This is an optimization exercise on Yosys and OpenROAD, whose aim is small area, a short achievable clock period and few clock cycles, not a production implementation.
At most, simulation tests tie the RTL to the original design; equivalence was not proved.
Power is estimated from default activity; no workload was simulated.

== JK ==
==> flow/design.v (excerpt) <==
module wn_dot #(
   parameter int unsigned NCH  = 16,
   parameter int unsigned DW   = 8,
   parameter int unsigned AW   = 4,
   parameter int unsigned ACCW = 2*DW+AW,
   parameter int unsigned OW   = DW
) (
   input  logic                     clk,
   input  logic                     xrst,
   input  logic                     start,
   input  logic [AW-1:0]            len,
   input  logic                     relu,
   output logic [AW-1:0]            x_raddr,
   input  logic signed [DW-1:0]     x_rdata,
   output logic [NCH*AW-1:0]        w_raddr,
   input  logic signed [NCH*DW-1:0] w_rdata,
   output logic [NCH*OW-1:0]        y,
   output logic                     busy,
   output logic                     finish
);
Size in the first run: roughly 5800 cells after synthesis, ~340 I/O pins, ~0.048 mm² of cells after synthesis.
==> module wn_dot, before the edit <==
module wn_dot #(
   parameter int unsigned NCH  = 16,
   parameter int unsigned DW   = 8,
   parameter int unsigned AW   = 4,
   parameter int unsigned ACCW = 2*DW+AW,
   parameter int unsigned OW   = DW
) (
   input  logic                     clk,
   input  logic                     xrst,
   input  logic                     start,
   input  logic [AW-1:0]            len,
   input  logic                     relu,
   output logic [AW-1:0]            x_raddr,
   input  logic signed [DW-1:0]     x_rdata,
   output logic [NCH*AW-1:0]        w_raddr,
   input  logic signed [NCH*DW-1:0] w_rdata,
   output logic [NCH*OW-1:0]        y,
   output logic                     busy,
   output logic                     finish
);
   localparam logic [ACCW-1:0] K_TERM = 20'hfab00;
   localparam int unsigned NCOPY = 2;
   logic          r_busy;
   logic          r_run;       
   logic [AW-1:0] r_addr;
   logic [AW-1:0] r_len_m1;
   logic          r_relu;
   logic          r_first1;    
   logic          r_last1, r_last2;
   logic          r_finish;
   logic [ACCW-1:0] w_pre;     
   logic w_accept, w_fetch, w_last;
   assign w_accept = start & ~r_busy;
   assign w_fetch  = w_accept | r_run;
   assign w_last   = w_accept ? (len == AW'(1)) : (r_run & (r_addr == r_len_m1));
   always_ff @(posedge clk or negedge xrst) begin
      if (!xrst) begin
         r_busy   <= 1'b0;
         r_run    <= 1'b0;
         r_addr   <= '0;
         r_len_m1 <= '0;
         r_relu   <= 1'b0;
         r_first1 <= 1'b0;
         r_last1  <= 1'b0;
         r_last2  <= 1'b0;
         r_finish <= 1'b0;
      end else begin
         r_busy   <= w_accept | (r_busy & ~r_last2);
         r_run    <= w_fetch & ~w_last;
         r_addr   <= (w_fetch & ~w_last) ? r_addr + AW'(1) : '0;
         if (w_accept) begin
            r_len_m1 <= len - AW'(1);
            r_relu   <= relu;
         end
         r_first1 <= w_accept;
         r_last1  <= w_last;
         r_last2  <= r_last1;
         r_finish <= r_last2;
      end
   end
   assign w_pre = ACCW'({r_len_m1 + AW'(1) == '0, AW'(r_len_m1 + AW'(1))}) * K_TERM;
   logic [3:0] w_one, w_two, w_neg;
   always_comb begin
      for (int k = 0; k < 4; k++) begin
         logic b2, b1, b0;
         b2 = x_rdata[2*k+1];
         b1 = x_rdata[2*k];
         b0 = (k == 0) ? 1'b0 : x_rdata[2*k-1];
         w_one[k] = b1 ^ b0;
         w_two[k] = (b2 & ~b1 & ~b0) | (~b2 & b1 & b0);
         w_neg[k] = b2;
      end
   end
   logic [3:0] r_one0, r_two0, r_neg0;
   always_ff @(posedge clk) begin
      r_one0 <= w_one;
      r_two0 <= w_two;
      r_neg0 <= w_neg;
   end
   logic [3:0] r_one1, r_two1, r_neg1;
   always_ff @(posedge clk) begin
      r_one1 <= ~w_one;
      r_two1 <= ~w_two;
      r_neg1 <= ~w_neg;
   end
   logic [DW-1:0]   r_w   [NCH];
   logic [ACCW-1:0] r_acc [NCH];    
   logic [ACCW-1:0] w_sum [NCH];
   logic [1:0]      r_cs  [NCH];    
   logic [1:0]      w_cs  [NCH];
   for (genvar c = 0; c < NCH; c++) begin : g_ch
      logic [ACCW-1:0] w_ain;
      logic [3:0]      w_c_one, w_c_two, w_c_neg;
      assign w_ain = r_acc[c];
      always_comb begin
         if (c / (NCH / NCOPY) == 0) begin
            w_c_one = r_one0;
            w_c_two = r_two0;
            w_c_neg = r_neg0;
         end
         else if (c / (NCH / NCOPY) == 1) begin
            w_c_one = ~r_one1;
            w_c_two = ~r_two1;
            w_c_neg = ~r_neg1;
         end
         else begin
            w_c_one = r_one0;
            w_c_two = r_two0;
            w_c_neg = r_neg0;
         end
      end
      wn_dot_mac u_mac (.i_one(w_c_one), .i_two(w_c_two), .i_neg(w_c_neg), .i_w(r_w[c]),
                        .i_acc(w_ain), .i_cs(r_cs[c]), .o_cs(w_cs[c]),
                        .o_sum(w_sum[c]));
      always_ff @(posedge clk) begin
         r_w[c]   <= w_rdata[c*DW +: DW];
         r_acc[c] <= r_first1 ? w_pre : w_sum[c];
         r_cs[c]  <= r_first1 ? '0 : w_cs[c];
      end
   end
   always_comb begin
      for (int c = 0; c < NCH; c++) begin
         logic [3:0] mid;
         logic [7:0] hi;
         logic       cs1, cs2, cmid, add1, add2, neg, top1, top0, in_range;
         logic       hi_m0, hi_m1;           
         mid  = r_acc[c][11:8];
         hi   = r_acc[c][19:12];
         cs1  = r_cs[c][0];
         cs2  = r_cs[c][1];
         cmid = cs1 & (mid == '1);
         add1 = cs2 | cmid;                  
         add2 = cs2 & cmid;                  
         hi_m0 = hi == '1;
         hi_m1 = hi == {{(7){1'b1}}, 1'b0};
         top1 = ((mid == '1) & ~cs1 | (mid == {{(3){1'b1}}, 1'b0}) & cs1)
                & (hi_m0 & ~cs2 | hi_m1 & cs2);
         top0 = (mid == '0) & ~cs1 & ((hi == '0) & ~cs2 | hi_m0 & cs2)
              | (mid == '1) & cs1 & (hi_m0 & ~cs2 | hi_m1 & cs2);
         neg  = hi[7] ^ (add1 & (hi[6:0] == '1) | add2 & (hi[6:0] == {{(6){1'b1}}, 1'b0}));
         in_range = (top1 & (r_acc[c][7:OW-1] == '1)) | (top0 & (r_acc[c][7:OW-1] == '0));
         y[c*OW +: OW] = {~(r_relu & neg) & (in_range ? r_acc[c][OW-1] : neg),
                          {(OW-1){~(r_relu & neg)}} & (in_range ? r_acc[c][OW-2:0] : {(OW-1){~neg}})};
      end
   end
   assign x_raddr = r_addr;
   assign w_raddr = {NCH{r_addr}};
   assign busy    = r_busy;
   assign finish  = r_finish;
endmodule
clock: 8.0 ns
lec_check: 0
abc_area: 1
cap_margin: 20
core_margin: 2
core_utilization: 55
place_density: 0.65
setup_slack_margin: 4.0
slew_margin: 20
standard.sh (not shown) runs the stock make flow with config.mk's settings and CLKGATE_MAP_FILE= SYNTH_SCRIPT=/design/flow/synth_recipe.tcl, a recipe that flattens the netlist after the stock synthesis.
==> flow/flow/run.sh <==
#!/bin/bash
# The standard layout (the standard.sh), with three changes:
#  - after the standard synthesis, flow/fa_polarity.py flips the polarity of full adders
#    (FA(~a,~b,~c) = ~FA(a,b,c)) to drop inverters around them; registers are untouched
#  - the port buffers are plain buffers instead of the default delay cells
#  - flow/io.tcl puts each channel's data pins on one side of the die (four channels a side)
# Each tool's output goes to a log here: synth.log, fa_polarity.log, layout.log
# (ORFS's own per-step logs stay under orfs/logs).
set -euo pipefail
ARGS=(BUFFER_PORTS_ARGS="-buffer_cell sky130_fd_sc_hd__buf_2" IO_CONSTRAINTS="$PWD/flow/io.tcl")
RES=$PWD/orfs/results/$FLOW_PLATFORM/wn_dot/base
bash standard.sh "${ARGS[@]}" "$RES/1_2_yosys.v" > synth.log 2>&1
python3 flow/fa_polarity.py "$RES/1_2_yosys.v" "$RES/1_2_yosys.fapol.v" > fa_polarity.log 2>&1
cp "$RES/1_2_yosys.v" "$RES/1_2_yosys.orig.v"
mv "$RES/1_2_yosys.fapol.v" "$RES/1_2_yosys.v"
bash standard.sh "${ARGS[@]}" finish > layout.log 2>&1
Other scripts of this flow, unchanged in this note and not shown: flow/flow/fa_polarity.py, flow/flow/io.tcl
Testbench counts of JK, summed over its fixed seeds: cycles 17,126.
Input-level comparison between MS and JK:
--- a/flow/design.v
+++ b/flow/design.v
@@ -29,4 +29,5 @@
    logic          r_last1, r_last2;
    logic          r_finish;
+   logic [AW-1:0] r_waddr;     
    logic [ACCW-1:0] w_pre;     
    logic w_accept, w_fetch, w_last;
@@ -45,4 +46,5 @@
          r_last2  <= 1'b0;
          r_finish <= 1'b0;
+         r_waddr  <= '0;
       end else begin
          r_busy   <= w_accept | (r_busy & ~r_last2);
@@ -57,4 +59,5 @@
          r_last2  <= r_last1;
          r_finish <= r_last2;
+         r_waddr  <= r_addr;
       end
    end
@@ -84,5 +87,5 @@
       r_neg1 <= ~w_neg;
    end
-   logic [DW-1:0]   r_w   [NCH];
+   logic [DW-1:0]   w_wt   [NCH];    
    logic [ACCW-1:0] r_acc [NCH];    
    logic [ACCW-1:0] w_sum [NCH];
@@ -110,9 +113,9 @@
          end
       end
-      wn_dot_mac u_mac (.i_one(w_c_one), .i_two(w_c_two), .i_neg(w_c_neg), .i_w(r_w[c]),
+      assign w_wt[c] = w_rdata[c*DW +: DW];
+      wn_dot_mac u_mac (.i_one(w_c_one), .i_two(w_c_two), .i_neg(w_c_neg), .i_w(w_wt[c]),
                         .i_acc(w_ain), .i_cs(r_cs[c]), .o_cs(w_cs[c]),
                         .o_sum(w_sum[c]));
       always_ff @(posedge clk) begin
-         r_w[c]   <= w_rdata[c*DW +: DW];
          r_acc[c] <= r_first1 ? w_pre : w_sum[c];
          r_cs[c]  <= r_first1 ? '0 : w_cs[c];
@@ -145,5 +148,5 @@
    end
    assign x_raddr = r_addr;
-   assign w_raddr = {NCH{r_addr}};
+   assign w_raddr = {NCH{r_waddr}};
    assign busy    = r_busy;
    assign finish  = r_finish;
Notes after the runs:
Delta (MS minus JK): total number of vias +540; switching part of the total climbed 0.79 points; count of placed standard cells including taps lower; worst slack on hold paths fell 8.3 ps. Compared with JK, MS shows largest incremental delay on the critical path higher by 140 ps. JK leaves more setup margin than MS. Going from JK to MS, core footprint lower; met1 track utilization from global routing saw an increase; total design power saw an increase. | overall die height | MS vs JK | 2.6% lower |. Diff JK and MS: die area higher in JK. Per the comparison of MS with JK, signal arrival time at the worst endpoint rose 2320 ps; synthesized instance count -118.
The RTL of MS was laid out without a check of its function.

## separate check: timing with driven ports
In the flow no input, the clock included, has a driving cell. The finished layouts below were timed again as built, in two steps. Step 1, drivers: a clkbuf_16 drives clk and a buf_2 each remaining input, both assumed. Step 2 adds t to the input delays and takes it off the output delays; t is the mean of the earliest and latest rising clock arrival at the registers after step 1. Input paths then give back, and output paths get back, about the clock's delay inside the block. Three values: ideal, step 1, step 2; two values: the first two.
run	shift t [ns]	slack for setup (ns)	hold WS [ns]	clock arrival spread, ns	worst register clock-pin slew, ns
JK	0.698	4.085 / 4.019 / 4.100	0.376 / 0.376 / 0.376	0.033 / 0.032	0.06 / 0.06
MS	0.689	3.846 / 3.869 / 3.180	0.368 / 0.368 / 0.368	0.031 / 0.031	0.07 / 0.07
After both steps every run listed still meets setup and hold. For MS, which loses most, drivers alone change the setup slack by +0.023 ns; drivers and shift together by -0.666 ns.
